Source: an optimization exercise on an open RTL-to-GDS flow (aim: small area, a short achievable clock period and few clock cycles per item). Production flows keep margins and buffers that such runs may drop. The RTL was checked by simulation tests, not by an equivalence proof against the original design.

$ cat flow/flow/run.sh
#!/bin/bash
# The standard layout (standard.sh), with these changes to how it is made:
#  - ADDER_MAP_FILE empty: Yosys does not map adders onto the library's
#    full/half adder cells; ABC maps all of the logic, with its area script
#    (ABC_AREA=1);
#  - SETUP_SLACK_MARGIN=13.9: repair_timing keeps working until every path
#    is about 5.1 ns (the clock stays at the design's period);
#  - clock sinks clustered in groups of up to 25 within 80 um.
# Everything else (synthesis script, floorplan, power grid, placement, CTS,
# routing) is the standard flow. Its output goes to standard.log.
set -euo pipefail
bash standard.sh ABC_AREA=1 ADDER_MAP_FILE= SETUP_SLACK_MARGIN=13.9 \
  CTS_CLUSTER_SIZE=25 CTS_CLUSTER_DIAMETER=80 > standard.log 2>&1
$ cat flow/standard.sh
#!/bin/bash
# synth_recipe.tcl (not shown) runs the flow's synth.tcl, then flattens the netlist and writes it again
# the make line also repeats each setting of config.mk as NAME=value (left out here)
make -C /OpenROAD-flow-scripts/flow DESIGN_CONFIG=/design/flow/config.mk WORK_HOME=/design/flow/orfs CLKGATE_MAP_FILE= SYNTH_SCRIPT=/design/flow/synth_recipe.tcl "${@:-finish}"
$ cat flow/config.mk
export PLATFORM = sky130hd
export DESIGN_NAME = rotation_matrix_to_quaternion_unit
export DESIGN_NICKNAME = rotation_matrix_to_quaternion_unit
export VERILOG_FILES = /design/flow/design.v
export SDC_FILE = /design/flow/constraint.sdc
export NUM_CORES = 4
export LEC_CHECK = 0
export CAP_MARGIN = 20
export CORE_MARGIN = 2
export CORE_UTILIZATION = 40
export SLEW_MARGIN = 20
$ cat flow/constraint.sdc
create_clock -name core_clock -period 19.0 [get_ports {clk}]
set_input_delay 3.8000 -clock core_clock [delete_from_list [all_inputs] [get_ports {clk}]]
set_output_delay 3.8000 -clock core_clock [all_outputs]
set_load 0.01 [all_outputs]
$ cat flow/design.v
module rotation_matrix_to_quaternion_unit (
  input  logic               clk,
  input  logic               rst,
  input  logic               in_valid,
  output logic               in_ready,
  input  logic signed [15:0] m00, m01, m02,
  input  logic signed [15:0] m10, m11, m12,
  input  logic signed [15:0] m20, m21, m22,
  output logic               out_valid,
  input  logic               out_ready,
  output logic [14:0]        qw,
  output logic signed [15:0] qx, qy, qz
);
  logic               v_m, in_rdy, adv;
  logic signed [15:0] r00, r01, r02, r10, r11, r12, r20, r21, r22;
  logic        vF;
  logic [16:0] f_rad;
  logic [15:0] f_D0, f_D1, f_D2;
  logic        f_dn0, f_dn1, f_dn2, f_diag, f_neg;
  logic [1:0]  f_k;
  logic        f_hold;
  logic [3:0] sqd1_1;
  logic [0:0] sqq1_2;
  logic [1:0] sqr1_3;
  logic [2:0] X_1;
  logic [15:0] rad1_4;
  logic [4:0] sqd2_5;
  logic [1:0] sqq2_6;
  logic [2:0] sqr2_7;
  logic [3:0] X_2;
  logic [13:0] rad2_8;
  logic [5:0] sqd3_9;
  logic [2:0] sqq3_10;
  logic [3:0] sqr3_11;
  logic [4:0] X_3;
  logic [11:0] rad3_12;
  logic [6:0] sqd4_13;
  logic [3:0] sqq4_14;
  logic [4:0] sqr4_15;
  logic [5:0] X_4;
  logic [9:0] rad4_16;
  logic [7:0] sqd5_17;
  logic [4:0] sqq5_18;
  logic [5:0] sqr5_19;
  logic [6:0] X_5;
  logic [7:0] rad5_20;
  logic [8:0] sqd6_21;
  logic [5:0] sqq6_22;
  logic [6:0] sqr6_23;
  logic [7:0] X_6;
  logic [5:0] rad6_24;
  logic [9:0] sqd7_25;
  logic [6:0] sqq7_26;
  logic [7:0] sqr7_27;
  logic [8:0] X_7;
  logic [3:0] rad7_28;
  logic [15:0] s1_D0;
  logic [15:0] s1_D1;
  logic [15:0] s1_D2;
  logic [6:0] s1_Q;
  logic [7:0] s1_R;
  logic [0:0] s1_diag;
  logic [0:0] s1_dn0;
  logic [0:0] s1_dn1;
  logic [0:0] s1_dn2;
  logic [1:0] s1_k;
  logic [0:0] s1_neg;
  logic [3:0] s1_rad;
  logic [10:0] sqd8_29;
  logic [7:0] sqq8_30;
  logic [8:0] sqr8_31;
  logic [9:0] X_8;
  logic [1:0] rad8_32;
  logic [11:0] sqd9_33;
  logic [8:0] sqq9_34;
  logic [9:0] sqr9_35;
  logic [10:0] X_9;
  logic [12:0] sqd10_36;
  logic [9:0] sqq10_37;
  logic [10:0] sqr10_38;
  logic [11:0] X_10;
  logic [13:0] sqd11_39;
  logic [10:0] sqq11_40;
  logic [11:0] sqr11_41;
  logic [12:0] X_11;
  logic [15:0] s2_D0;
  logic [15:0] s2_D1;
  logic [15:0] s2_D2;
  logic [10:0] s2_Q;
  logic [11:0] s2_R;
  logic [0:0] s2_diag;
  logic [0:0] s2_dn0;
  logic [0:0] s2_dn1;
  logic [0:0] s2_dn2;
  logic [1:0] s2_k;
  logic [0:0] s2_neg;
  logic [14:0] sqd12_42;
  logic [11:0] sqq12_43;
  logic [12:0] sqr12_44;
  logic [13:0] X_12;
  logic [15:0] sqd13_45;
  logic [12:0] sqq13_46;
  logic [13:0] sqr13_47;
  logic [14:0] X_13;
  logic [16:0] sqd14_48;
  logic [13:0] sqq14_49;
  logic [14:0] sqr14_50;
  logic [15:0] X_14;
  logic [17:0] sqd15_51;
  logic [14:0] sqq15_52;
  logic [15:0] s3_D0;
  logic [15:0] s3_D1;
  logic [15:0] s3_D2;
  logic [0:0] s3_diag;
  logic [0:0] s3_dn0;
  logic [0:0] s3_dn1;
  logic [0:0] s3_dn2;
  logic [1:0] s3_k;
  logic [0:0] s3_neg;
  logic [14:0] s3_w;
  logic [12:0] p0_0_53;
  logic [0:0] ovf0_54;
  logic [2:0] dl0_55;
  logic [1:0] dl0_1_56;
  logic [13:0] dx0_1_57;
  logic [16:0] dd0_1_58;
  logic [0:0] q0_1_59;
  logic [14:0] pp0_1_60;
  logic [12:0] p0_1_61;
  logic [0:0] ovf1_62;
  logic [2:0] dl1_63;
  logic [1:0] dl1_1_64;
  logic [13:0] dx1_1_65;
  logic [16:0] dd1_1_66;
  logic [0:0] q1_1_67;
  logic [14:0] pp1_1_68;
  logic [12:0] p0_2_69;
  logic [0:0] ovf2_70;
  logic [2:0] dl2_71;
  logic [1:0] dl2_1_72;
  logic [13:0] dx2_1_73;
  logic [16:0] dd2_1_74;
  logic [0:0] q2_1_75;
  logic [14:0] pp2_1_76;
  logic [0:0] dl0_2_77;
  logic [15:0] dx0_2_78;
  logic [16:0] dd0_2_79;
  logic [1:0] q0_2_80;
  logic [14:0] pp0_2_81;
  logic [0:0] dl1_2_82;
  logic [15:0] dx1_2_83;
  logic [16:0] dd1_2_84;
  logic [1:0] q1_2_85;
  logic [14:0] pp1_2_86;
  logic [0:0] dl2_2_87;
  logic [15:0] dx2_2_88;
  logic [16:0] dd2_2_89;
  logic [1:0] q2_2_90;
  logic [14:0] pp2_2_91;
  logic [14:0] s4_P0;
  logic [14:0] s4_P1;
  logic [14:0] s4_P2;
  logic [0:0] s4_diag;
  logic [0:0] s4_dl0;
  logic [0:0] s4_dl1;
  logic [0:0] s4_dl2;
  logic [0:0] s4_dn0;
  logic [0:0] s4_dn1;
  logic [0:0] s4_dn2;
  logic [1:0] s4_k;
  logic [0:0] s4_neg;
  logic [0:0] s4_ovf0;
  logic [0:0] s4_ovf1;
  logic [0:0] s4_ovf2;
  logic [1:0] s4_q0;
  logic [1:0] s4_q1;
  logic [1:0] s4_q2;
  logic [14:0] s4_w;
  logic [15:0] dx0_3_92;
  logic [16:0] dd0_3_93;
  logic [2:0] q0_3_94;
  logic [14:0] pp0_3_95;
  logic [15:0] dx1_3_96;
  logic [16:0] dd1_3_97;
  logic [2:0] q1_3_98;
  logic [14:0] pp1_3_99;
  logic [15:0] dx2_3_100;
  logic [16:0] dd2_3_101;
  logic [2:0] q2_3_102;
  logic [14:0] pp2_3_103;
  logic [15:0] dx0_4_104;
  logic [16:0] dd0_4_105;
  logic [3:0] q0_4_106;
  logic [14:0] pp0_4_107;
  logic [15:0] dx1_4_108;
  logic [16:0] dd1_4_109;
  logic [3:0] q1_4_110;
  logic [14:0] pp1_4_111;
  logic [15:0] dx2_4_112;
  logic [16:0] dd2_4_113;
  logic [3:0] q2_4_114;
  logic [14:0] pp2_4_115;
  logic [14:0] s5_P0;
  logic [14:0] s5_P1;
  logic [14:0] s5_P2;
  logic [0:0] s5_diag;
  logic [0:0] s5_dn0;
  logic [0:0] s5_dn1;
  logic [0:0] s5_dn2;
  logic [1:0] s5_k;
  logic [0:0] s5_neg;
  logic [0:0] s5_ovf0;
  logic [0:0] s5_ovf1;
  logic [0:0] s5_ovf2;
  logic [3:0] s5_q0;
  logic [3:0] s5_q1;
  logic [3:0] s5_q2;
  logic [14:0] s5_w;
  logic [15:0] dx0_5_116;
  logic [16:0] dd0_5_117;
  logic [4:0] q0_5_118;
  logic [14:0] pp0_5_119;
  logic [15:0] dx1_5_120;
  logic [16:0] dd1_5_121;
  logic [4:0] q1_5_122;
  logic [14:0] pp1_5_123;
  logic [15:0] dx2_5_124;
  logic [16:0] dd2_5_125;
  logic [4:0] q2_5_126;
  logic [14:0] pp2_5_127;
  logic [15:0] dx0_6_128;
  logic [16:0] dd0_6_129;
  logic [5:0] q0_6_130;
  logic [14:0] pp0_6_131;
  logic [15:0] dx1_6_132;
  logic [16:0] dd1_6_133;
  logic [5:0] q1_6_134;
  logic [14:0] pp1_6_135;
  logic [15:0] dx2_6_136;
  logic [16:0] dd2_6_137;
  logic [5:0] q2_6_138;
  logic [14:0] pp2_6_139;
  logic [14:0] s6_P0;
  logic [14:0] s6_P1;
  logic [14:0] s6_P2;
  logic [0:0] s6_diag;
  logic [0:0] s6_dn0;
  logic [0:0] s6_dn1;
  logic [0:0] s6_dn2;
  logic [1:0] s6_k;
  logic [0:0] s6_neg;
  logic [0:0] s6_ovf0;
  logic [0:0] s6_ovf1;
  logic [0:0] s6_ovf2;
  logic [5:0] s6_q0;
  logic [5:0] s6_q1;
  logic [5:0] s6_q2;
  logic [14:0] s6_w;
  logic [15:0] dx0_7_140;
  logic [16:0] dd0_7_141;
  logic [6:0] q0_7_142;
  logic [14:0] pp0_7_143;
  logic [15:0] dx1_7_144;
  logic [16:0] dd1_7_145;
  logic [6:0] q1_7_146;
  logic [14:0] pp1_7_147;
  logic [15:0] dx2_7_148;
  logic [16:0] dd2_7_149;
  logic [6:0] q2_7_150;
  logic [14:0] pp2_7_151;
  logic [15:0] dx0_8_152;
  logic [16:0] dd0_8_153;
  logic [7:0] q0_8_154;
  logic [14:0] pp0_8_155;
  logic [15:0] dx1_8_156;
  logic [16:0] dd1_8_157;
  logic [7:0] q1_8_158;
  logic [14:0] pp1_8_159;
  logic [15:0] dx2_8_160;
  logic [16:0] dd2_8_161;
  logic [7:0] q2_8_162;
  logic [14:0] pp2_8_163;
  logic [14:0] s7_P0;
  logic [14:0] s7_P1;
  logic [14:0] s7_P2;
  logic [0:0] s7_diag;
  logic [0:0] s7_dn0;
  logic [0:0] s7_dn1;
  logic [0:0] s7_dn2;
  logic [1:0] s7_k;
  logic [0:0] s7_neg;
  logic [0:0] s7_ovf0;
  logic [0:0] s7_ovf1;
  logic [0:0] s7_ovf2;
  logic [7:0] s7_q0;
  logic [7:0] s7_q1;
  logic [7:0] s7_q2;
  logic [14:0] s7_w;
  logic [15:0] dx0_9_164;
  logic [16:0] dd0_9_165;
  logic [8:0] q0_9_166;
  logic [14:0] pp0_9_167;
  logic [15:0] dx1_9_168;
  logic [16:0] dd1_9_169;
  logic [8:0] q1_9_170;
  logic [14:0] pp1_9_171;
  logic [15:0] dx2_9_172;
  logic [16:0] dd2_9_173;
  logic [8:0] q2_9_174;
  logic [14:0] pp2_9_175;
  logic [15:0] dx0_10_176;
  logic [16:0] dd0_10_177;
  logic [9:0] q0_10_178;
  logic [14:0] pp0_10_179;
  logic [15:0] dx1_10_180;
  logic [16:0] dd1_10_181;
  logic [9:0] q1_10_182;
  logic [14:0] pp1_10_183;
  logic [15:0] dx2_10_184;
  logic [16:0] dd2_10_185;
  logic [9:0] q2_10_186;
  logic [14:0] pp2_10_187;
  logic [14:0] s8_P0;
  logic [14:0] s8_P1;
  logic [14:0] s8_P2;
  logic [0:0] s8_diag;
  logic [0:0] s8_dn0;
  logic [0:0] s8_dn1;
  logic [0:0] s8_dn2;
  logic [1:0] s8_k;
  logic [0:0] s8_neg;
  logic [0:0] s8_ovf0;
  logic [0:0] s8_ovf1;
  logic [0:0] s8_ovf2;
  logic [9:0] s8_q0;
  logic [9:0] s8_q1;
  logic [9:0] s8_q2;
  logic [14:0] s8_w;
  logic [15:0] dx0_11_188;
  logic [16:0] dd0_11_189;
  logic [10:0] q0_11_190;
  logic [14:0] pp0_11_191;
  logic [15:0] dx1_11_192;
  logic [16:0] dd1_11_193;
  logic [10:0] q1_11_194;
  logic [14:0] pp1_11_195;
  logic [15:0] dx2_11_196;
  logic [16:0] dd2_11_197;
  logic [10:0] q2_11_198;
  logic [14:0] pp2_11_199;
  logic [15:0] dx0_12_200;
  logic [16:0] dd0_12_201;
  logic [11:0] q0_12_202;
  logic [14:0] pp0_12_203;
  logic [15:0] dx1_12_204;
  logic [16:0] dd1_12_205;
  logic [11:0] q1_12_206;
  logic [14:0] pp1_12_207;
  logic [15:0] dx2_12_208;
  logic [16:0] dd2_12_209;
  logic [11:0] q2_12_210;
  logic [14:0] pp2_12_211;
  logic [14:0] s9_P0;
  logic [14:0] s9_P1;
  logic [14:0] s9_P2;
  logic [0:0] s9_diag;
  logic [0:0] s9_dn0;
  logic [0:0] s9_dn1;
  logic [0:0] s9_dn2;
  logic [1:0] s9_k;
  logic [0:0] s9_neg;
  logic [0:0] s9_ovf0;
  logic [0:0] s9_ovf1;
  logic [0:0] s9_ovf2;
  logic [11:0] s9_q0;
  logic [11:0] s9_q1;
  logic [11:0] s9_q2;
  logic [14:0] s9_w;
  logic [15:0] dx0_13_212;
  logic [16:0] dd0_13_213;
  logic [12:0] q0_13_214;
  logic [14:0] pp0_13_215;
  logic [15:0] dx1_13_216;
  logic [16:0] dd1_13_217;
  logic [12:0] q1_13_218;
  logic [14:0] pp1_13_219;
  logic [15:0] dx2_13_220;
  logic [16:0] dd2_13_221;
  logic [12:0] q2_13_222;
  logic [14:0] pp2_13_223;
  logic [15:0] dx0_14_224;
  logic [16:0] dd0_14_225;
  logic [13:0] q0_14_226;
  logic [14:0] pp0_14_227;
  logic [15:0] dx1_14_228;
  logic [16:0] dd1_14_229;
  logic [13:0] q1_14_230;
  logic [14:0] pp1_14_231;
  logic [15:0] dx2_14_232;
  logic [16:0] dd2_14_233;
  logic [13:0] q2_14_234;
  logic [14:0] pp2_14_235;
  logic [14:0] s10_P0;
  logic [14:0] s10_P1;
  logic [14:0] s10_P2;
  logic [0:0] s10_diag;
  logic [0:0] s10_dn0;
  logic [0:0] s10_dn1;
  logic [0:0] s10_dn2;
  logic [1:0] s10_k;
  logic [0:0] s10_neg;
  logic [0:0] s10_ovf0;
  logic [0:0] s10_ovf1;
  logic [0:0] s10_ovf2;
  logic [13:0] s10_q0;
  logic [13:0] s10_q1;
  logic [13:0] s10_q2;
  logic [14:0] s10_w;
  logic [15:0] dx0_15_236;
  logic [16:0] dd0_15_237;
  logic [14:0] q0_15_238;
  logic [15:0] dx1_15_239;
  logic [16:0] dd1_15_240;
  logic [14:0] q1_15_241;
  logic [15:0] dx2_15_242;
  logic [16:0] dd2_15_243;
  logic [14:0] q2_15_244;
  logic [14:0] fq0_245;
  logic [0:0] fo0_246;
  logic [0:0] fn0_247;
  logic [15:0] fs0_248;
  logic [14:0] fq1_249;
  logic [0:0] fo1_250;
  logic [0:0] fn1_251;
  logic [15:0] fs1_252;
  logic [14:0] fq2_253;
  logic [0:0] fo2_254;
  logic [0:0] fn2_255;
  logic [15:0] fs2_256;
  logic v1, v2, v3, v4, v5, v6, v7, v8, v9, v10;
  assign in_ready = in_rdy;
  assign f_hold   = vF & f_diag & (f_k != 2'd2);
  logic ld;
  assign ld = ~v_m | (adv & ~f_hold);
  always_ff @(posedge clk) begin
    if (ld) begin
      r00 <= m00; r01 <= m01; r02 <= m02;
      r10 <= m10; r11 <= m11; r12 <= m12;
      r20 <= m20; r21 <= m21; r22 <= m22;
    end
  end
  logic signed [18:0] sum;
  logic [16:0]        a;
  logic               dg;
  logic signed [16:0] t0, t1, t2, d0, d1, d2;
  logic               tp0, tp1, tp2;
  logic [15:0]        tc0, tc1, tc2, e0, e1, e2;
  logic               nx, ny, nz;
  always_comb begin
    sum = 19'(r00) + 19'(r11) + 19'(r22) + 19'sd16384;
    a   = sum[18] ? 17'(-sum) : 17'(sum);
    dg  = (sum == 19'sd0);
    t0  = 17'(r00) + 17'sd16384;
    t1  = 17'(r11) + 17'sd16384;
    t2  = 17'(r22) + 17'sd16384;
    tp0 = ~t0[16] & (t0 != 17'sd0);
    tp1 = ~t1[16] & (t1 != 17'sd0);
    tp2 = ~t2[16] & (t2 != 17'sd0);
    tc0 = tp0 ? t0[15:0] : 16'd0;
    tc1 = tp1 ? t1[15:0] : 16'd0;
    tc2 = tp2 ? t2[15:0] : 16'd0;
    d0  = 17'(r21) - 17'(r12);
    d1  = 17'(r02) - 17'(r20);
    d2  = 17'(r10) - 17'(r01);
    e0  = d0[16] ? 16'(-d0) : d0[15:0];
    e1  = d1[16] ? 16'(-d1) : d1[15:0];
    e2  = d2[16] ? 16'(-d2) : d2[15:0];
    nx  = ~tp0 & ((tp1 & r01[15]) | (~tp1 & tp2 & r02[15]));
    ny  = (tp0 & r01[15]) | (~tp0 & ~tp1 & tp2 & r12[15]);
    nz  = (tp0 & r02[15]) | (~tp0 & tp1 & r12[15]);
  end
  always_ff @(posedge clk) begin
    if (adv) begin
      if (f_hold) begin
        f_rad <= {f_D0, 1'b0};
        f_D0  <= f_D1;
        f_neg <= f_dn1;
        f_dn1 <= f_dn2;
        f_k   <= f_k + 2'd1;
      end else begin
        f_rad  <= dg ? {tc0, 1'b0} : a;
        f_D0   <= dg ? tc1 : e0;
        f_D1   <= dg ? tc2 : e1;
        f_D2   <= e2;
        f_dn0  <= d0[16];
        f_dn1  <= dg ? ny : d1[16];
        f_dn2  <= dg ? nz : d2[16];
        f_neg  <= nx;
        f_diag <= dg;
        f_k    <= 2'd0;
      end
    end
  end
  assign sqd1_1 = {1'b0, {1'b0, f_rad[16]}} - {2'd0, 2'b01};
  assign sqq1_2 = ~sqd1_1[3];
  assign sqr1_3 = ~sqd1_1[3] ? sqd1_1[1:0] : X_1[1:0];
  assign X_1 = {1'b0, f_rad[16]};
  assign rad1_4 = f_rad[15:0];
  assign sqd2_5 = {1'b0, {sqr1_3, rad1_4[15:14]}} - {2'd0, {sqq1_2, 2'b01}};
  assign sqq2_6 = {sqq1_2, ~sqd2_5[4]};
  assign sqr2_7 = ~sqd2_5[4] ? sqd2_5[2:0] : X_2[2:0];
  assign X_2 = {sqr1_3, rad1_4[15:14]};
  assign rad2_8 = rad1_4[13:0];
  assign sqd3_9 = {1'b0, {sqr2_7, rad2_8[13:12]}} - {2'd0, {sqq2_6, 2'b01}};
  assign sqq3_10 = {sqq2_6, ~sqd3_9[5]};
  assign sqr3_11 = ~sqd3_9[5] ? sqd3_9[3:0] : X_3[3:0];
  assign X_3 = {sqr2_7, rad2_8[13:12]};
  assign rad3_12 = rad2_8[11:0];
  assign sqd4_13 = {1'b0, {sqr3_11, rad3_12[11:10]}} - {2'd0, {sqq3_10, 2'b01}};
  assign sqq4_14 = {sqq3_10, ~sqd4_13[6]};
  assign sqr4_15 = ~sqd4_13[6] ? sqd4_13[4:0] : X_4[4:0];
  assign X_4 = {sqr3_11, rad3_12[11:10]};
  assign rad4_16 = rad3_12[9:0];
  assign sqd5_17 = {1'b0, {sqr4_15, rad4_16[9:8]}} - {2'd0, {sqq4_14, 2'b01}};
  assign sqq5_18 = {sqq4_14, ~sqd5_17[7]};
  assign sqr5_19 = ~sqd5_17[7] ? sqd5_17[5:0] : X_5[5:0];
  assign X_5 = {sqr4_15, rad4_16[9:8]};
  assign rad5_20 = rad4_16[7:0];
  assign sqd6_21 = {1'b0, {sqr5_19, rad5_20[7:6]}} - {2'd0, {sqq5_18, 2'b01}};
  assign sqq6_22 = {sqq5_18, ~sqd6_21[8]};
  assign sqr6_23 = ~sqd6_21[8] ? sqd6_21[6:0] : X_6[6:0];
  assign X_6 = {sqr5_19, rad5_20[7:6]};
  assign rad6_24 = rad5_20[5:0];
  assign sqd7_25 = {1'b0, {sqr6_23, rad6_24[5:4]}} - {2'd0, {sqq6_22, 2'b01}};
  assign sqq7_26 = {sqq6_22, ~sqd7_25[9]};
  assign sqr7_27 = ~sqd7_25[9] ? sqd7_25[7:0] : X_7[7:0];
  assign X_7 = {sqr6_23, rad6_24[5:4]};
  assign rad7_28 = rad6_24[3:0];
  assign sqd8_29 = {1'b0, {s1_R, s1_rad[3:2]}} - {2'd0, {s1_Q, 2'b01}};
  assign sqq8_30 = {s1_Q, ~sqd8_29[10]};
  assign sqr8_31 = ~sqd8_29[10] ? sqd8_29[8:0] : X_8[8:0];
  assign X_8 = {s1_R, s1_rad[3:2]};
  assign rad8_32 = s1_rad[1:0];
  assign sqd9_33 = {1'b0, {sqr8_31, rad8_32[1:0]}} - {2'd0, {sqq8_30, 2'b01}};
  assign sqq9_34 = {sqq8_30, ~sqd9_33[11]};
  assign sqr9_35 = ~sqd9_33[11] ? sqd9_33[9:0] : X_9[9:0];
  assign X_9 = {sqr8_31, rad8_32[1:0]};
  assign sqd10_36 = {1'b0, {sqr9_35, 2'b00}} - {2'd0, {sqq9_34, 2'b01}};
  assign sqq10_37 = {sqq9_34, ~sqd10_36[12]};
  assign sqr10_38 = ~sqd10_36[12] ? sqd10_36[10:0] : X_10[10:0];
  assign X_10 = {sqr9_35, 2'b00};
  assign sqd11_39 = {1'b0, {sqr10_38, 2'b00}} - {2'd0, {sqq10_37, 2'b01}};
  assign sqq11_40 = {sqq10_37, ~sqd11_39[13]};
  assign sqr11_41 = ~sqd11_39[13] ? sqd11_39[11:0] : X_11[11:0];
  assign X_11 = {sqr10_38, 2'b00};
  assign sqd12_42 = {1'b0, {s2_R, 2'b00}} - {2'd0, {s2_Q, 2'b01}};
  assign sqq12_43 = {s2_Q, ~sqd12_42[14]};
  assign sqr12_44 = ~sqd12_42[14] ? sqd12_42[12:0] : X_12[12:0];
  assign X_12 = {s2_R, 2'b00};
  assign sqd13_45 = {1'b0, {sqr12_44, 2'b00}} - {2'd0, {sqq12_43, 2'b01}};
  assign sqq13_46 = {sqq12_43, ~sqd13_45[15]};
  assign sqr13_47 = ~sqd13_45[15] ? sqd13_45[13:0] : X_13[13:0];
  assign X_13 = {sqr12_44, 2'b00};
  assign sqd14_48 = {1'b0, {sqr13_47, 2'b00}} - {2'd0, {sqq13_46, 2'b01}};
  assign sqq14_49 = {sqq13_46, ~sqd14_48[16]};
  assign sqr14_50 = ~sqd14_48[16] ? sqd14_48[14:0] : X_14[14:0];
  assign X_14 = {sqr13_47, 2'b00};
  assign sqd15_51 = {1'b0, {sqr14_50, 2'b00}} - {2'd0, {sqq14_49, 2'b01}};
  assign sqq15_52 = {sqq14_49, ~sqd15_51[17]};
  assign p0_0_53 = s3_D0[15:3];
  assign ovf0_54 = ({2'b00, p0_0_53} >= s3_w);
  assign dl0_55 = s3_D0[2:0];
  assign dl0_1_56 = dl0_55[1:0];
  assign dx0_1_57 = {p0_0_53, dl0_55[2]};
  assign dd0_1_58 = {3'd0, dx0_1_57} - {2'b00, s3_w};
  assign q0_1_59 = ~dd0_1_58[16];
  assign pp0_1_60 = ~dd0_1_58[16] ? dd0_1_58[14:0] : {1'd0, dx0_1_57};
  assign p0_1_61 = s3_D1[15:3];
  assign ovf1_62 = ({2'b00, p0_1_61} >= s3_w);
  assign dl1_63 = s3_D1[2:0];
  assign dl1_1_64 = dl1_63[1:0];
  assign dx1_1_65 = {p0_1_61, dl1_63[2]};
  assign dd1_1_66 = {3'd0, dx1_1_65} - {2'b00, s3_w};
  assign q1_1_67 = ~dd1_1_66[16];
  assign pp1_1_68 = ~dd1_1_66[16] ? dd1_1_66[14:0] : {1'd0, dx1_1_65};
  assign p0_2_69 = s3_D2[15:3];
  assign ovf2_70 = ({2'b00, p0_2_69} >= s3_w);
  assign dl2_71 = s3_D2[2:0];
  assign dl2_1_72 = dl2_71[1:0];
  assign dx2_1_73 = {p0_2_69, dl2_71[2]};
  assign dd2_1_74 = {3'd0, dx2_1_73} - {2'b00, s3_w};
  assign q2_1_75 = ~dd2_1_74[16];
  assign pp2_1_76 = ~dd2_1_74[16] ? dd2_1_74[14:0] : {1'd0, dx2_1_73};
  assign dl0_2_77 = dl0_1_56[0:0];
  assign dx0_2_78 = {pp0_1_60, dl0_1_56[1]};
  assign dd0_2_79 = {1'd0, dx0_2_78} - {2'b00, s3_w};
  assign q0_2_80 = {q0_1_59, ~dd0_2_79[16]};
  assign pp0_2_81 = ~dd0_2_79[16] ? dd0_2_79[14:0] : dx0_2_78[14:0];
  assign dl1_2_82 = dl1_1_64[0:0];
  assign dx1_2_83 = {pp1_1_68, dl1_1_64[1]};
  assign dd1_2_84 = {1'd0, dx1_2_83} - {2'b00, s3_w};
  assign q1_2_85 = {q1_1_67, ~dd1_2_84[16]};
  assign pp1_2_86 = ~dd1_2_84[16] ? dd1_2_84[14:0] : dx1_2_83[14:0];
  assign dl2_2_87 = dl2_1_72[0:0];
  assign dx2_2_88 = {pp2_1_76, dl2_1_72[1]};
  assign dd2_2_89 = {1'd0, dx2_2_88} - {2'b00, s3_w};
  assign q2_2_90 = {q2_1_75, ~dd2_2_89[16]};
  assign pp2_2_91 = ~dd2_2_89[16] ? dd2_2_89[14:0] : dx2_2_88[14:0];
  assign dx0_3_92 = {s4_P0, s4_dl0[0]};
  assign dd0_3_93 = {1'd0, dx0_3_92} - {2'b00, s4_w};
  assign q0_3_94 = {s4_q0, ~dd0_3_93[16]};
  assign pp0_3_95 = ~dd0_3_93[16] ? dd0_3_93[14:0] : dx0_3_92[14:0];
  assign dx1_3_96 = {s4_P1, s4_dl1[0]};
  assign dd1_3_97 = {1'd0, dx1_3_96} - {2'b00, s4_w};
  assign q1_3_98 = {s4_q1, ~dd1_3_97[16]};
  assign pp1_3_99 = ~dd1_3_97[16] ? dd1_3_97[14:0] : dx1_3_96[14:0];
  assign dx2_3_100 = {s4_P2, s4_dl2[0]};
  assign dd2_3_101 = {1'd0, dx2_3_100} - {2'b00, s4_w};
  assign q2_3_102 = {s4_q2, ~dd2_3_101[16]};
  assign pp2_3_103 = ~dd2_3_101[16] ? dd2_3_101[14:0] : dx2_3_100[14:0];
  assign dx0_4_104 = {pp0_3_95, 1'b0};
  assign dd0_4_105 = {1'd0, dx0_4_104} - {2'b00, s4_w};
  assign q0_4_106 = {q0_3_94, ~dd0_4_105[16]};
  assign pp0_4_107 = ~dd0_4_105[16] ? dd0_4_105[14:0] : dx0_4_104[14:0];
  assign dx1_4_108 = {pp1_3_99, 1'b0};
  assign dd1_4_109 = {1'd0, dx1_4_108} - {2'b00, s4_w};
  assign q1_4_110 = {q1_3_98, ~dd1_4_109[16]};
  assign pp1_4_111 = ~dd1_4_109[16] ? dd1_4_109[14:0] : dx1_4_108[14:0];
  assign dx2_4_112 = {pp2_3_103, 1'b0};
  assign dd2_4_113 = {1'd0, dx2_4_112} - {2'b00, s4_w};
  assign q2_4_114 = {q2_3_102, ~dd2_4_113[16]};
  assign pp2_4_115 = ~dd2_4_113[16] ? dd2_4_113[14:0] : dx2_4_112[14:0];
  assign dx0_5_116 = {s5_P0, 1'b0};
  assign dd0_5_117 = {1'd0, dx0_5_116} - {2'b00, s5_w};
  assign q0_5_118 = {s5_q0, ~dd0_5_117[16]};
  assign pp0_5_119 = ~dd0_5_117[16] ? dd0_5_117[14:0] : dx0_5_116[14:0];
  assign dx1_5_120 = {s5_P1, 1'b0};
  assign dd1_5_121 = {1'd0, dx1_5_120} - {2'b00, s5_w};
  assign q1_5_122 = {s5_q1, ~dd1_5_121[16]};
  assign pp1_5_123 = ~dd1_5_121[16] ? dd1_5_121[14:0] : dx1_5_120[14:0];
  assign dx2_5_124 = {s5_P2, 1'b0};
  assign dd2_5_125 = {1'd0, dx2_5_124} - {2'b00, s5_w};
  assign q2_5_126 = {s5_q2, ~dd2_5_125[16]};
  assign pp2_5_127 = ~dd2_5_125[16] ? dd2_5_125[14:0] : dx2_5_124[14:0];
  assign dx0_6_128 = {pp0_5_119, 1'b0};
  assign dd0_6_129 = {1'd0, dx0_6_128} - {2'b00, s5_w};
  assign q0_6_130 = {q0_5_118, ~dd0_6_129[16]};
  assign pp0_6_131 = ~dd0_6_129[16] ? dd0_6_129[14:0] : dx0_6_128[14:0];
  assign dx1_6_132 = {pp1_5_123, 1'b0};
  assign dd1_6_133 = {1'd0, dx1_6_132} - {2'b00, s5_w};
  assign q1_6_134 = {q1_5_122, ~dd1_6_133[16]};
  assign pp1_6_135 = ~dd1_6_133[16] ? dd1_6_133[14:0] : dx1_6_132[14:0];
  assign dx2_6_136 = {pp2_5_127, 1'b0};
  assign dd2_6_137 = {1'd0, dx2_6_136} - {2'b00, s5_w};
  assign q2_6_138 = {q2_5_126, ~dd2_6_137[16]};
  assign pp2_6_139 = ~dd2_6_137[16] ? dd2_6_137[14:0] : dx2_6_136[14:0];
  assign dx0_7_140 = {s6_P0, 1'b0};
  assign dd0_7_141 = {1'd0, dx0_7_140} - {2'b00, s6_w};
  assign q0_7_142 = {s6_q0, ~dd0_7_141[16]};
  assign pp0_7_143 = ~dd0_7_141[16] ? dd0_7_141[14:0] : dx0_7_140[14:0];
  assign dx1_7_144 = {s6_P1, 1'b0};
  assign dd1_7_145 = {1'd0, dx1_7_144} - {2'b00, s6_w};
  assign q1_7_146 = {s6_q1, ~dd1_7_145[16]};
  assign pp1_7_147 = ~dd1_7_145[16] ? dd1_7_145[14:0] : dx1_7_144[14:0];
  assign dx2_7_148 = {s6_P2, 1'b0};
  assign dd2_7_149 = {1'd0, dx2_7_148} - {2'b00, s6_w};
  assign q2_7_150 = {s6_q2, ~dd2_7_149[16]};
  assign pp2_7_151 = ~dd2_7_149[16] ? dd2_7_149[14:0] : dx2_7_148[14:0];
  assign dx0_8_152 = {pp0_7_143, 1'b0};
  assign dd0_8_153 = {1'd0, dx0_8_152} - {2'b00, s6_w};
  assign q0_8_154 = {q0_7_142, ~dd0_8_153[16]};
  assign pp0_8_155 = ~dd0_8_153[16] ? dd0_8_153[14:0] : dx0_8_152[14:0];
  assign dx1_8_156 = {pp1_7_147, 1'b0};
  assign dd1_8_157 = {1'd0, dx1_8_156} - {2'b00, s6_w};
  assign q1_8_158 = {q1_7_146, ~dd1_8_157[16]};
  assign pp1_8_159 = ~dd1_8_157[16] ? dd1_8_157[14:0] : dx1_8_156[14:0];
  assign dx2_8_160 = {pp2_7_151, 1'b0};
  assign dd2_8_161 = {1'd0, dx2_8_160} - {2'b00, s6_w};
  assign q2_8_162 = {q2_7_150, ~dd2_8_161[16]};
  assign pp2_8_163 = ~dd2_8_161[16] ? dd2_8_161[14:0] : dx2_8_160[14:0];
  assign dx0_9_164 = {s7_P0, 1'b0};
  assign dd0_9_165 = {1'd0, dx0_9_164} - {2'b00, s7_w};
  assign q0_9_166 = {s7_q0, ~dd0_9_165[16]};
  assign pp0_9_167 = ~dd0_9_165[16] ? dd0_9_165[14:0] : dx0_9_164[14:0];
  assign dx1_9_168 = {s7_P1, 1'b0};
  assign dd1_9_169 = {1'd0, dx1_9_168} - {2'b00, s7_w};
  assign q1_9_170 = {s7_q1, ~dd1_9_169[16]};
  assign pp1_9_171 = ~dd1_9_169[16] ? dd1_9_169[14:0] : dx1_9_168[14:0];
  assign dx2_9_172 = {s7_P2, 1'b0};
  assign dd2_9_173 = {1'd0, dx2_9_172} - {2'b00, s7_w};
  assign q2_9_174 = {s7_q2, ~dd2_9_173[16]};
  assign pp2_9_175 = ~dd2_9_173[16] ? dd2_9_173[14:0] : dx2_9_172[14:0];
  assign dx0_10_176 = {pp0_9_167, 1'b0};
  assign dd0_10_177 = {1'd0, dx0_10_176} - {2'b00, s7_w};
  assign q0_10_178 = {q0_9_166, ~dd0_10_177[16]};
  assign pp0_10_179 = ~dd0_10_177[16] ? dd0_10_177[14:0] : dx0_10_176[14:0];
  assign dx1_10_180 = {pp1_9_171, 1'b0};
  assign dd1_10_181 = {1'd0, dx1_10_180} - {2'b00, s7_w};
  assign q1_10_182 = {q1_9_170, ~dd1_10_181[16]};
  assign pp1_10_183 = ~dd1_10_181[16] ? dd1_10_181[14:0] : dx1_10_180[14:0];
  assign dx2_10_184 = {pp2_9_175, 1'b0};
  assign dd2_10_185 = {1'd0, dx2_10_184} - {2'b00, s7_w};
  assign q2_10_186 = {q2_9_174, ~dd2_10_185[16]};
  assign pp2_10_187 = ~dd2_10_185[16] ? dd2_10_185[14:0] : dx2_10_184[14:0];
  assign dx0_11_188 = {s8_P0, 1'b0};
  assign dd0_11_189 = {1'd0, dx0_11_188} - {2'b00, s8_w};
  assign q0_11_190 = {s8_q0, ~dd0_11_189[16]};
  assign pp0_11_191 = ~dd0_11_189[16] ? dd0_11_189[14:0] : dx0_11_188[14:0];
  assign dx1_11_192 = {s8_P1, 1'b0};
  assign dd1_11_193 = {1'd0, dx1_11_192} - {2'b00, s8_w};
  assign q1_11_194 = {s8_q1, ~dd1_11_193[16]};
  assign pp1_11_195 = ~dd1_11_193[16] ? dd1_11_193[14:0] : dx1_11_192[14:0];
  assign dx2_11_196 = {s8_P2, 1'b0};
  assign dd2_11_197 = {1'd0, dx2_11_196} - {2'b00, s8_w};
  assign q2_11_198 = {s8_q2, ~dd2_11_197[16]};
  assign pp2_11_199 = ~dd2_11_197[16] ? dd2_11_197[14:0] : dx2_11_196[14:0];
  assign dx0_12_200 = {pp0_11_191, 1'b0};
  assign dd0_12_201 = {1'd0, dx0_12_200} - {2'b00, s8_w};
  assign q0_12_202 = {q0_11_190, ~dd0_12_201[16]};
  assign pp0_12_203 = ~dd0_12_201[16] ? dd0_12_201[14:0] : dx0_12_200[14:0];
  assign dx1_12_204 = {pp1_11_195, 1'b0};
  assign dd1_12_205 = {1'd0, dx1_12_204} - {2'b00, s8_w};
  assign q1_12_206 = {q1_11_194, ~dd1_12_205[16]};
  assign pp1_12_207 = ~dd1_12_205[16] ? dd1_12_205[14:0] : dx1_12_204[14:0];
  assign dx2_12_208 = {pp2_11_199, 1'b0};
  assign dd2_12_209 = {1'd0, dx2_12_208} - {2'b00, s8_w};
  assign q2_12_210 = {q2_11_198, ~dd2_12_209[16]};
  assign pp2_12_211 = ~dd2_12_209[16] ? dd2_12_209[14:0] : dx2_12_208[14:0];
  assign dx0_13_212 = {s9_P0, 1'b0};
  assign dd0_13_213 = {1'd0, dx0_13_212} - {2'b00, s9_w};
  assign q0_13_214 = {s9_q0, ~dd0_13_213[16]};
  assign pp0_13_215 = ~dd0_13_213[16] ? dd0_13_213[14:0] : dx0_13_212[14:0];
  assign dx1_13_216 = {s9_P1, 1'b0};
  assign dd1_13_217 = {1'd0, dx1_13_216} - {2'b00, s9_w};
  assign q1_13_218 = {s9_q1, ~dd1_13_217[16]};
  assign pp1_13_219 = ~dd1_13_217[16] ? dd1_13_217[14:0] : dx1_13_216[14:0];
  assign dx2_13_220 = {s9_P2, 1'b0};
  assign dd2_13_221 = {1'd0, dx2_13_220} - {2'b00, s9_w};
  assign q2_13_222 = {s9_q2, ~dd2_13_221[16]};
  assign pp2_13_223 = ~dd2_13_221[16] ? dd2_13_221[14:0] : dx2_13_220[14:0];
  assign dx0_14_224 = {pp0_13_215, 1'b0};
  assign dd0_14_225 = {1'd0, dx0_14_224} - {2'b00, s9_w};
  assign q0_14_226 = {q0_13_214, ~dd0_14_225[16]};
  assign pp0_14_227 = ~dd0_14_225[16] ? dd0_14_225[14:0] : dx0_14_224[14:0];
  assign dx1_14_228 = {pp1_13_219, 1'b0};
  assign dd1_14_229 = {1'd0, dx1_14_228} - {2'b00, s9_w};
  assign q1_14_230 = {q1_13_218, ~dd1_14_229[16]};
  assign pp1_14_231 = ~dd1_14_229[16] ? dd1_14_229[14:0] : dx1_14_228[14:0];
  assign dx2_14_232 = {pp2_13_223, 1'b0};
  assign dd2_14_233 = {1'd0, dx2_14_232} - {2'b00, s9_w};
  assign q2_14_234 = {q2_13_222, ~dd2_14_233[16]};
  assign pp2_14_235 = ~dd2_14_233[16] ? dd2_14_233[14:0] : dx2_14_232[14:0];
  assign dx0_15_236 = {s10_P0, 1'b0};
  assign dd0_15_237 = {1'd0, dx0_15_236} - {2'b00, s10_w};
  assign q0_15_238 = {s10_q0, ~dd0_15_237[16]};
  assign dx1_15_239 = {s10_P1, 1'b0};
  assign dd1_15_240 = {1'd0, dx1_15_239} - {2'b00, s10_w};
  assign q1_15_241 = {s10_q1, ~dd1_15_240[16]};
  assign dx2_15_242 = {s10_P2, 1'b0};
  assign dd2_15_243 = {1'd0, dx2_15_242} - {2'b00, s10_w};
  assign q2_15_244 = {s10_q2, ~dd2_15_243[16]};
  assign fq0_245 = s10_diag ? s10_w : q0_15_238;
  assign fo0_246 = ~s10_diag & s10_ovf0;
  assign fn0_247 = s10_diag ? s10_neg : s10_dn0;
  assign fs0_248 = fn0_247 ? (fo0_246 ? 16'h8000 : (16'd0 - {1'b0, fq0_245})) : (fo0_246 ? 16'h7fff : {1'b0, fq0_245});
  assign fq1_249 = s10_diag ? s10_w : q1_15_241;
  assign fo1_250 = ~s10_diag & s10_ovf1;
  assign fn1_251 = s10_diag ? s10_neg : s10_dn1;
  assign fs1_252 = fn1_251 ? (fo1_250 ? 16'h8000 : (16'd0 - {1'b0, fq1_249})) : (fo1_250 ? 16'h7fff : {1'b0, fq1_249});
  assign fq2_253 = s10_diag ? s10_w : q2_15_244;
  assign fo2_254 = ~s10_diag & s10_ovf2;
  assign fn2_255 = s10_diag ? s10_neg : s10_dn2;
  assign fs2_256 = fn2_255 ? (fo2_254 ? 16'h8000 : (16'd0 - {1'b0, fq2_253})) : (fo2_254 ? 16'h7fff : {1'b0, fq2_253});
  always_ff @(posedge clk) begin
    if (adv) begin
      s1_D0 <= f_D0;
      s1_D1 <= f_D1;
      s1_D2 <= f_D2;
      s1_Q <= sqq7_26;
      s1_R <= sqr7_27;
      s1_diag <= f_diag;
      s1_dn0 <= f_dn0;
      s1_dn1 <= f_dn1;
      s1_dn2 <= f_dn2;
      s1_k <= f_k;
      s1_neg <= f_neg;
      s1_rad <= rad7_28;
      s2_D0 <= s1_D0;
      s2_D1 <= s1_D1;
      s2_D2 <= s1_D2;
      s2_Q <= sqq11_40;
      s2_R <= sqr11_41;
      s2_diag <= s1_diag;
      s2_dn0 <= s1_dn0;
      s2_dn1 <= s1_dn1;
      s2_dn2 <= s1_dn2;
      s2_k <= s1_k;
      s2_neg <= s1_neg;
      s3_D0 <= s2_D0;
      s3_D1 <= s2_D1;
      s3_D2 <= s2_D2;
      s3_diag <= s2_diag;
      s3_dn0 <= s2_dn0;
      s3_dn1 <= s2_dn1;
      s3_dn2 <= s2_dn2;
      s3_k <= s2_k;
      s3_neg <= s2_neg;
      s3_w <= sqq15_52;
      s4_P0 <= pp0_2_81;
      s4_P1 <= pp1_2_86;
      s4_P2 <= pp2_2_91;
      s4_diag <= s3_diag;
      s4_dl0 <= dl0_2_77;
      s4_dl1 <= dl1_2_82;
      s4_dl2 <= dl2_2_87;
      s4_dn0 <= s3_dn0;
      s4_dn1 <= s3_dn1;
      s4_dn2 <= s3_dn2;
      s4_k <= s3_k;
      s4_neg <= s3_neg;
      s4_ovf0 <= ovf0_54;
      s4_ovf1 <= ovf1_62;
      s4_ovf2 <= ovf2_70;
      s4_q0 <= q0_2_80;
      s4_q1 <= q1_2_85;
      s4_q2 <= q2_2_90;
      s4_w <= s3_w;
      s5_P0 <= pp0_4_107;
      s5_P1 <= pp1_4_111;
      s5_P2 <= pp2_4_115;
      s5_diag <= s4_diag;
      s5_dn0 <= s4_dn0;
      s5_dn1 <= s4_dn1;
      s5_dn2 <= s4_dn2;
      s5_k <= s4_k;
      s5_neg <= s4_neg;
      s5_ovf0 <= s4_ovf0;
      s5_ovf1 <= s4_ovf1;
      s5_ovf2 <= s4_ovf2;
      s5_q0 <= q0_4_106;
      s5_q1 <= q1_4_110;
      s5_q2 <= q2_4_114;
      s5_w <= s4_w;
      s6_P0 <= pp0_6_131;
      s6_P1 <= pp1_6_135;
      s6_P2 <= pp2_6_139;
      s6_diag <= s5_diag;
      s6_dn0 <= s5_dn0;
      s6_dn1 <= s5_dn1;
      s6_dn2 <= s5_dn2;
      s6_k <= s5_k;
      s6_neg <= s5_neg;
      s6_ovf0 <= s5_ovf0;
      s6_ovf1 <= s5_ovf1;
      s6_ovf2 <= s5_ovf2;
      s6_q0 <= q0_6_130;
      s6_q1 <= q1_6_134;
      s6_q2 <= q2_6_138;
      s6_w <= s5_w;
      s7_P0 <= pp0_8_155;
      s7_P1 <= pp1_8_159;
      s7_P2 <= pp2_8_163;
      s7_diag <= s6_diag;
      s7_dn0 <= s6_dn0;
      s7_dn1 <= s6_dn1;
      s7_dn2 <= s6_dn2;
      s7_k <= s6_k;
      s7_neg <= s6_neg;
      s7_ovf0 <= s6_ovf0;
      s7_ovf1 <= s6_ovf1;
      s7_ovf2 <= s6_ovf2;
      s7_q0 <= q0_8_154;
      s7_q1 <= q1_8_158;
      s7_q2 <= q2_8_162;
      s7_w <= s6_w;
      s8_P0 <= pp0_10_179;
      s8_P1 <= pp1_10_183;
      s8_P2 <= pp2_10_187;
      s8_diag <= s7_diag;
      s8_dn0 <= s7_dn0;
      s8_dn1 <= s7_dn1;
      s8_dn2 <= s7_dn2;
      s8_k <= s7_k;
      s8_neg <= s7_neg;
      s8_ovf0 <= s7_ovf0;
      s8_ovf1 <= s7_ovf1;
      s8_ovf2 <= s7_ovf2;
      s8_q0 <= q0_10_178;
      s8_q1 <= q1_10_182;
      s8_q2 <= q2_10_186;
      s8_w <= s7_w;
      s9_P0 <= pp0_12_203;
      s9_P1 <= pp1_12_207;
      s9_P2 <= pp2_12_211;
      s9_diag <= s8_diag;
      s9_dn0 <= s8_dn0;
      s9_dn1 <= s8_dn1;
      s9_dn2 <= s8_dn2;
      s9_k <= s8_k;
      s9_neg <= s8_neg;
      s9_ovf0 <= s8_ovf0;
      s9_ovf1 <= s8_ovf1;
      s9_ovf2 <= s8_ovf2;
      s9_q0 <= q0_12_202;
      s9_q1 <= q1_12_206;
      s9_q2 <= q2_12_210;
      s9_w <= s8_w;
      s10_P0 <= pp0_14_227;
      s10_P1 <= pp1_14_231;
      s10_P2 <= pp2_14_235;
      s10_diag <= s9_diag;
      s10_dn0 <= s9_dn0;
      s10_dn1 <= s9_dn1;
      s10_dn2 <= s9_dn2;
      s10_k <= s9_k;
      s10_neg <= s9_neg;
      s10_ovf0 <= s9_ovf0;
      s10_ovf1 <= s9_ovf1;
      s10_ovf2 <= s9_ovf2;
      s10_q0 <= q0_14_226;
      s10_q1 <= q1_14_230;
      s10_q2 <= q2_14_234;
      s10_w <= s9_w;
    end
  end
  always_ff @(posedge clk) begin
    if (rst) begin
      v_m <= 1'b0;
      vF <= 1'b0;
      v1 <= 1'b0;
      v2 <= 1'b0;
      v3 <= 1'b0;
      v4 <= 1'b0;
      v5 <= 1'b0;
      v6 <= 1'b0;
      v7 <= 1'b0;
      v8 <= 1'b0;
      v9 <= 1'b0;
      v10 <= 1'b0;
    end else begin
      v_m <= ld ? in_valid : v_m;
      if (adv) begin
        vF <= f_hold | v_m;
        v1 <= vF;
        v2 <= v1;
        v3 <= v2;
        v4 <= v3;
        v5 <= v4;
        v6 <= v5;
        v7 <= v6;
        v8 <= v7;
        v9 <= v8;
        v10 <= v9;
      end
    end
  end
  logic        ov, ovp, sv, arr, take;
  logic [14:0] o_w, k_w;
  logic [15:0] o_x, o_y, o_z, k_x, k_y, k_z, hx, hy;
  logic [14:0] a_w;
  logic [15:0] a_x, a_y, a_z;
  logic        ov_n, sv_n, last_diag;
  logic [1:0]  last_k;
  assign last_diag = s10_diag;
  assign last_k    = s10_k;
  assign arr  = adv & v10 & (~last_diag | (last_k == 2'd2));
  assign take = ov & out_ready;
  assign a_w  = last_diag ? 15'd0 : s10_w;
  assign a_x  = last_diag ? hx : fs0_248;
  assign a_y  = last_diag ? hy : fs1_252;
  assign a_z  = fs2_256;
  always_ff @(posedge clk) begin
    if (adv & v10 & last_diag & (last_k == 2'd0)) hx <= fs0_248;
    if (adv & v10 & last_diag & (last_k == 2'd1)) hy <= fs1_252;
  end
  always_comb begin
    if (~ov | take) begin
      ov_n = sv | arr;
      sv_n = sv & arr;
    end else begin
      ov_n = 1'b1;
      sv_n = sv | arr;
    end
  end
  always_ff @(posedge clk) begin
    if (~ov | take) begin
      if (sv) begin
        o_w <= k_w; o_x <= k_x; o_y <= k_y; o_z <= k_z;
      end else begin
        o_w <= a_w; o_x <= a_x; o_y <= a_y; o_z <= a_z;
      end
    end
    if (arr & ~(~ov | take) | arr & sv) begin
      k_w <= a_w; k_x <= a_x; k_y <= a_y; k_z <= a_z;
    end
  end
  logic v_m_n, vF_n, fh_n;
  always_comb begin
    v_m_n = ld ? in_valid : v_m;
    if (adv) begin
      vF_n = f_hold | v_m;
      fh_n = f_hold ? (f_k != 2'd1) : (v_m & dg);
    end else begin
      vF_n = vF;
      fh_n = f_hold;
    end
  end
  always_ff @(posedge clk) begin
    if (rst) begin
      ov     <= 1'b0;
      ovp    <= 1'b0;
      sv     <= 1'b0;
      adv    <= 1'b1;
      in_rdy <= 1'b1;
    end else begin
      ov     <= ov_n;
      ovp    <= sv | arr | (ov & ~out_ready);
      sv     <= sv_n;
      adv    <= ~(ov_n & sv_n);
      in_rdy <= ~v_m_n | (~(ov_n & sv_n) & ~fh_n);
    end
  end
  assign out_valid = ovp;
  assign qw = o_w;
  assign qx = o_x;
  assign qy = o_y;
  assign qz = o_z;
endmodule
==> results of run 1 <==
-- routing by layer --
layer / routed length (um) / GRT usage [%] / vias to the layer above / part of all wire (%)
li1: - / - / 41900 / -
met5: 13 / 0 / - / 0.0043
met3: 16400 / 2.50 / 501 / 5.5
met2: 143000 / 42.9 / 2631 / 48
met1: 128000 / 32.3 / 39600 / 43
met4: 11800 / 8.92 / 2 / 4.0
-- cells in the final DEF, fill, tap and decap left out, types with 123 or more instances in the layout --
cell / count
sky130_fd_sc_hd__o21ai_0: 934
sky130_fd_sc_hd__a21oi_1: 447
sky130_fd_sc_hd__nor2_1: 1809
sky130_fd_sc_hd__nand3_1: 735
sky130_fd_sc_hd__inv_1: 1894
sky130_fd_sc_hd__buf_4: 344
sky130_fd_sc_hd__xnor2_1: 135
sky130_fd_sc_hd__nand4_1: 162
sky130_fd_sc_hd__edfxtp_1: 1256
sky130_fd_sc_hd__nand2_1: 3071
sky130_fd_sc_hd__or2_2: 211
sky130_fd_sc_hd__a31oi_1: 215
sky130_fd_sc_hd__xor2_1: 355
sky130_fd_sc_hd__clkdlybuf4s50_1: 147
sky130_fd_sc_hd__nand2_2: 123
-- kinds of logic after synthesis --
| family | synth area share [%] |
|---|---|
| simple gates | 30.5 |
| compound gates | 12.6 |
| flops | 42.5 |
| xor+xnor | 4.82 |
| buf+inv | 9.66 |
-- worst paths after layout --
kind	end	from
setup / recovery	qz[5]	o_z[5]
hold reg to reg	s3_neg	s2_neg
hold / removal	s3_neg	s2_neg
setup reg to reg	s7_P2[1]	s6_w[1]
-- cells in the mapped netlist (12+ instances only) --
| master | instances |
|---|---|
| sky130_fd_sc_hd__o21ai_1 | 45 |
| sky130_fd_sc_hd__edfxtp_1 | 1256 |
| sky130_fd_sc_hd__dfxtp_1 | 16 |
| sky130_fd_sc_hd__a21boi_0 | 42 |
| sky130_fd_sc_hd__o21ai_0 | 1007 |
| sky130_fd_sc_hd__a211oi_1 | 19 |
| sky130_fd_sc_hd__o22ai_1 | 28 |
| sky130_fd_sc_hd__a21oi_1 | 470 |
| sky130_fd_sc_hd__nor4_1 | 39 |
| sky130_fd_sc_hd__o211ai_1 | 44 |
| sky130_fd_sc_hd__nand2_2 | 50 |
| sky130_fd_sc_hd__nor3_1 | 93 |
| sky130_fd_sc_hd__inv_1 | 1931 |
| sky130_fd_sc_hd__and2_1 | 13 |
| sky130_fd_sc_hd__or2_2 | 211 |
| sky130_fd_sc_hd__xor2_1 | 356 |
| sky130_fd_sc_hd__nor2_1 | 1839 |
| sky130_fd_sc_hd__buf_2 | 74 |
| sky130_fd_sc_hd__xnor2_1 | 135 |
| sky130_fd_sc_hd__nand2_1 | 3181 |
| sky130_fd_sc_hd__nand3b_1 | 26 |
| sky130_fd_sc_hd__nand4_1 | 162 |
| sky130_fd_sc_hd__nor2_4 | 12 |
| sky130_fd_sc_hd__clkbuf_1 | 156 |
| sky130_fd_sc_hd__a31oi_1 | 222 |
| sky130_fd_sc_hd__o31ai_1 | 19 |
| sky130_fd_sc_hd__o21bai_1 | 36 |
| sky130_fd_sc_hd__a2111oi_0 | 12 |
| sky130_fd_sc_hd__nand3_1 | 767 |
| sky130_fd_sc_hd__a221oi_1 | 17 |
| sky130_fd_sc_hd__inv_2 | 47 |
| sky130_fd_sc_hd__nand3_2 | 24 |
-- per-stage QoR --
stage                     instances  setup slack [ns]  cell area [um^2]  hold WS [ns]
after floorplan               12500              8.50             89600         0.400
after CTS                     15800             13.74             99300         0.400
after global placement        15500             12.67             94700         0.401
after detailed placement      15500             12.67             94700         0.405
after global routing          16000             13.74            103000         0.417
final                         16000             13.77            103000         0.411
-- timing repair --
| item | in CTS | in global routing |
|---|---|---|
| setup buffers | 107 | 208 |
| cloned | 5 | 28 |
| pin swaps | 12 | 95 |
| gates resized for setup | 391 | 405 |
| endpoints found under the setup margin | 463 | 447 |
-- cell type report --
| type | count | area share [%] |
|---|---|---|
| diodes | 7 | 0.0171 |
| clock buffers | 107 | 2.50 |
| clock inverters | 71 | 0.964 |
| inverters | 1989 | 7.40 |
| multi-input cells | 9032 | 43.5 |
| flip-flops and latches | 1272 | 37.1 |
| well taps | 2975 | 3.63 |
| repair buffers | 590 | 4.92 |
==> flow_summary.json, run 1 <==
{
  "status": "complete, no violations",
  "worst-r2r-setup-slack_ns": 14.09,
  "postCtsHoldBufs": 0,
  "grt_first_pass_wirelength_um": 445000,
  "cell_count_after_synthesis": 12500,
  "area_used_by_multi_input_combinational_logic_mm2": 0.0446,
  "syn_to_final_growth_pct": 14.5,
  "largest_reg_flops": 17,
  "worstRegToRegCells": 29,
  "worst_skew_pair.late_latency_ns": 0.79,
  "seq_cells_post_synth": 1272,
  "dieArea_mm2": 0.228,
  "crit_path_class": "flip-flop to output pin",
  "cp-end-kind": "output pin",
  "path_max_fanout": 1,
  "slew_headroom_pct": 31.5,
  "final-setup-viol-count": 0,
  "worst_hold_path.num_cells": 0,
  "largest_register": "f_rad",
  "clock-root-buffer": "sky130_fd_sc_hd__clkbuf_16",
  "ys_dominant_reg_cell": "sky130_fd_sc_hd__edfxtp_1",
  "cpPeakStageDelay_ns": 0.47,
  "synth.avg_cell_area_um2": 7.15,
  "synth_cell_types": 80,
  "fp.dieH_um": 477,
  "final_design_utilization_pct": 46.1,
  "async_reset_ff_share_pct": 0,
  "sequential_cell_area_mm2": 0.0380,
  "dieWidth_um": 477,
  "grt_max_degree": 181,
  "most_area_consuming_cells_after_synthesis": "sky130_fd_sc_hd__edfxtp_1, sky130_fd_sc_hd__nand2_1, sky130_fd_sc_hd__inv_1",
  "nets": 13100,
  "starting_utilization_of_the_core_area_pct": 40.3,
  "iteration_0_drc_count_of_the_detailed_router": 7357,
  "number_of_antenna_violations_at_the_first_check_in_global_routing": 7,
  "worstHoldPathType": "flip-flop to flip-flop",
  "vias": 84700,
  "clock_pin_slew_on_the_worst_setup_and_hold_paths_ns": 0.10,
  "buffer_ports.inserted": 212,
  "timing_hold_violations_final": 0,
  "drt.antenna.violating_nets": 0,
  "critical_path.top_delay_family": "flip-flops",
  "rsz0062_at_grt": "yes",
  "synth_warnings": 1,
  "detail_route.wirelength_um": 299000,
  "fp.coreArea_mm2": 0.222,
  "cp_data_required_time_ns": 15.20,
  "startpoint_type": "flip-flop",
  "firstDrtPassIters": 7,
  "num_io_pins": 213,
  "critical-path-slowest-cell": "sky130_fd_sc_hd__edfxtp_1",
  "drt-wirelength-per-cell_um": 18.6,
  "finalCritPeriodShare_pct": 27.5,
  "globalplace.congestion": 0.949,
  "grt_usage_pct": 24.9,
  "fin_skew_ns": 0.0768,
  "synth_enable_flop_cells": 1256,
  "synth_fp_nets": 12700,
  "cts.sinks": 1272,
  "globalRoute.totalOverflow": 0,
  "route.detailed.drc": 0,
  "finalSetupTns_ns": 0,
  "finalCriticalPeriod_ns": 5.23,
  "netlist_area_mm2": 0.0895,
  "least_margin_pin_slew_ns": 1.03,
  "crit_path_cell_trace": "buf_2",
  "max_clock_freq_mhz": 191,
  "worstPathBufferInverterCount": 1,
  "detailedPlacementHpwl_um": 225000,
  "cts_inserted_buffers": 98,
  "ys_seq_area_share_pct": 42.5,
  "stages_on_worst_setup_path": 1,
  "synth_top_area_share_pct": 42.1,
  "fillerInstances": 22300,
  "fp-row-count": 173,
  "first_global_vias": 77000,
  "tritoncts_clock_tree": "yes",
  "max_cap_violations": 0,
  "area_leader_netlist": "sky130_fd_sc_hd__edfxtp_1",
  "post_route_cells_drive_above_1_share_pct": 10.2,
  "slew_violations": 0,
  "worstPathArrival_ns": 1.43,
  "clock_tree.buffer_depth": 3,
  "cts.htree.levels": 3,
  "route.detailed.vias_per_inst": 5.28
}
Testbench counts, summed over its fixed seeds: cycles 9,988, items 9,600.
==> inputs of run 2 (changes only) <==
--- a/flow/flow/run.sh
+++ b/flow/flow/run.sh
@@ -5,9 +5,10 @@
 #    (ABC_AREA=1);
 #  - SETUP_SLACK_MARGIN=13.9: repair_timing keeps working until every path
 #    is about 5.1 ns (the clock stays at the design's period);
-#  - clock sinks clustered in groups of up to 25 within 80 um.
+#  - clock sinks clustered in groups of up to 25 within 80 um;
+#  - core utilization 55% (a smaller die, shorter wires).
 # Everything else (synthesis script, floorplan, power grid, placement, CTS,
 # routing) is the standard flow. Its output goes to standard.log.
 set -euo pipefail
 bash standard.sh ABC_AREA=1 ADDER_MAP_FILE= SETUP_SLACK_MARGIN=13.9 \
-  CTS_CLUSTER_SIZE=25 CTS_CLUSTER_DIAMETER=80 > standard.log 2>&1
+  CTS_CLUSTER_SIZE=25 CTS_CLUSTER_DIAMETER=80 CORE_UTILIZATION=55 > standard.log 2>&1
==> flow_summary.json, run 2 <==
{
  "status": "complete, no violations",
  "synth_fp_nets": 12700,
  "crit_path_cell_trace": "buf_2",
  "synth_enable_flop_cells": 1256,
  "cell_count_after_synthesis": 12500,
  "largest_register": "f_rad",
  "clock-root-buffer": "sky130_fd_sc_hd__clkbuf_16",
  "detailedPlacementHpwl_um": 221000,
  "post_synth_mux_area_share_pct": 0,
  "slew_headroom_pct": 30.2,
  "globalRoute.totalOverflow": 0,
  "slew_violations": 0,
  "detail_route.wirelength_um": 292000,
  "area_leader_netlist": "sky130_fd_sc_hd__edfxtp_1",
  "area_used_by_multi_input_combinational_logic_mm2": 0.0446,
  "largest_reg_flops": 17,
  "first_global_vias": 79400,
  "cp_data_required_time_ns": 15.20,
  "async_reset_ff_share_pct": 0,
  "synth_simple_gate_area_share_pct": 30.5,
  "timing_hold_violations_final": 0,
  "worstPathBufferInverterCount": 1,
  "drt-wirelength-per-cell_um": 19.2,
  "fraction_of_the_mapped_netlist_area_in_compound_gates_pct": 12.6,
  "max_clock_freq_mhz": 195,
  "fillerInstances": 14500,
  "ys_seq_area_share_pct": 42.5,
  "synth.avg_cell_area_um2": 7.15,
  "cts.sinks": 1272,
  "main_combinational_cell_family_by_area_after_synthesis": "simple AND/OR/NAND/NOR gates",
  "rsz0062_at_grt": "yes",
  "yosys-top-cells-count": "sky130_fd_sc_hd__nand2_1, sky130_fd_sc_hd__inv_1, sky130_fd_sc_hd__nor2_1",
  "netlist_area_mm2": 0.0895,
  "dieWidth_um": 407,
  "number_of_antenna_violations_at_the_first_check_in_global_routing": 5,
  "critical-path-slowest-cell": "sky130_fd_sc_hd__edfxtp_1",
  "crit_path_class": "flip-flop to output pin",
  "startpoint_type": "flip-flop",
  "grt_max_degree": 89,
  "postCtsHoldBufs": 0,
  "syn_to_final_growth_pct": 12.8,
  "starting_utilization_of_the_core_area_pct": 55.2,
  "layout_commonest_cell": "sky130_fd_sc_hd__nand2_1",
  "ys_dominant_reg_cell": "sky130_fd_sc_hd__edfxtp_1",
  "clock_pin_slew_on_the_worst_setup_and_hold_paths_ns": 0.09,
  "cts_inserted_buffers": 85,
  "fp.coreArea_mm2": 0.162,
  "route.detailed.drc": 0,
  "least_margin_pin_slew_ns": 1.05,
  "worst_skew_pair.late_latency_ns": 0.75,
  "cts.htree.levels": 3,
  "area_share_of_xor_xnor_cells_in_the_synthesized_design_pct": 4.82,
  "synth_warnings": 1,
  "drt.antenna.violating_nets": 0,
  "num_io_pins": 213,
  "synth_top_area_share_pct": 42.1,
  "finalCritPeriodShare_pct": 27.0,
  "tritoncts_clock_tree": "yes",
  "dieArea_mm2": 0.166,
  "clock_tree.buffer_depth": 3,
  "fin_skew_ns": 0.0472,
  "nets": 13100,
  "grt_first_pass_wirelength_um": 434000,
  "final.hold.worst_slack_ns": 0.415,
  "grt_usage_pct": 33.1,
  "critical_path.top_delay_family": "flip-flops",
  "synth_cell_types": 80,
  "cp-end-kind": "output pin",
  "iteration_0_drc_count_of_the_detailed_router": 7985,
  "final-setup-viol-count": 0,
  "route.detailed.vias_per_inst": 5.65,
  "worstPathArrival_ns": 1.34,
  "most_used_cells_in_the_layout_excluding_fill_and_tap_cells": "sky130_fd_sc_hd__nand2_1, sky130_fd_sc_hd__inv_1, sky130_fd_sc_hd__nor2_1, sky130_fd_sc_hd__edfxtp_1, sky130_fd_sc_hd__o21ai_0",
  "firstDrtPassIters": 7,
  "finalSetupTns_ns": 0,
  "max_cap_violations": 0,
  "finalCriticalPeriod_ns": 5.14,
  "most_area_consuming_cells_after_synthesis": "sky130_fd_sc_hd__edfxtp_1, sky130_fd_sc_hd__nand2_1, sky130_fd_sc_hd__inv_1",
  "globalplace.congestion": 1.01,
  "worstHoldPathType": "flip-flop to flip-flop",
  "seq_cells_post_synth": 1272,
  "post_synthesis_adder_cell_area_fraction_pct": 0,
  "cpPeakStageDelay_ns": 0.42,
  "yosys.cell_count.top_type": "sky130_fd_sc_hd__nand2_1",
  "fp.dieH_um": 407,
  "vias": 86100,
  "buffer_ports.inserted": 212,
  "path_max_fanout": 1,
  "fp-row-count": 148,
  "sequential_cell_area_mm2": 0.0380,
  "post_route_cells_drive_above_1_share_pct": 9.88
}
==> run 2: layout make-up <==
cell class | instances | area share, %
Inverter | 1989 | 7.49
Timing Repair Buffer | 595 | 4.91
Clock buffer | 103 | 2.22
Sequential cell | 1272 | 37.7
Clock inverter | 54 | 0.835
Tap cell | 2175 | 2.70
Antenna cell | 4 | 0.00991
Multi-Input combinational cell | 9030 | 44.2
==> run 2: through the flow <==
stage               util [%]  worst slack (ns)  area [um^2]  instances
floorplan                  -              8.50        89600      12500
global placement        57.8             12.14        93800      14700
detailed placement      57.8             12.47        93800      14700
finish                  62.2             13.86       101000      15200
CTS                     60.2             13.79        97700      15000
global route            62.2             13.64       101000      15200
==> run 2: cells by family (layout without fill, tap and decap cells) <==
group,count (synthesis),count (layout)
AND/OR/NAND/NOR,6473,6504
other,0,4
buffers and inverters,2244,2741
flip-flops,1272,1272
XOR/XNOR,492,492
AO/OA/AOI/OAI,2034,2034
==> run 2: layer usage <==
layer / global-route usage (%) / up-vias / wire length, um
met1: 38.8 / 39500 / 109000
met3: 3.81 / 971 / 20600
li1: - / 41900 / -
met4: 21.1 / 4 / 21900
met2: 57.6 / 3726 / 141000
met5: 0 / - / 27
==> run 2: worst paths after layout <==
kind                            slack (ns)       end  cells past startpoint     start
worst min register to register        0.41  s3_D1[7]                      0  s2_D1[7]
worst max register to register       13.87   s2_R[6]                     35   s1_Q[0]
worst min-delay path                  0.41  s3_D1[7]                      0  s2_D1[7]
worst max-delay path                 13.86    qx[10]                      1   o_x[10]
==> run 2: repair_timing <==
| action | 4_1_cts | 5_1_grt |
|---|---|---|
| pin swaps | 9 | 88 |
| resized for setup | 364 | 373 |
| endpoints found under the setup margin | 481 | 520 |
| setup buffers | 99 | 213 |
| cloned | 6 | 26 |

-- what the ideal ports hide --
The results above use ideal ports. As a check the final layouts listed here were re-extracted and re-timed, cells and wires unchanged.
Step 1 (the two cells are an assumption about what drives the block):
set clk [get_ports {clk}]
set_driving_cell -lib_cell sky130_fd_sc_hd__clkbuf_16 $clk
set_driving_cell -lib_cell sky130_fd_sc_hd__buf_2 [delete_from_list [all_inputs] $clk]
Step 2 times the ports against the registers' clock, not the clock port: input delays grow and output delays shrink by t, the midpoint of the rising clock arrivals with the driver on.
Slacks: no drivers / after step 1 / after step 2; pairs: no drivers / after step 1.
run | t, ns | setup WS [ns] | worst setup path at the end | pins driven straight from the clock port
run 1 | 0.838 | 13.769 / 13.683 / 13.280 | input to register | 1
run 2 | 0.823 | 13.863 / 13.777 / 13.331 | input to register | 1
After both steps setup and hold are still met in every run listed. For run 2, which loses most, drivers alone change the setup slack by -0.086 ns; drivers and shift together by -0.532 ns.
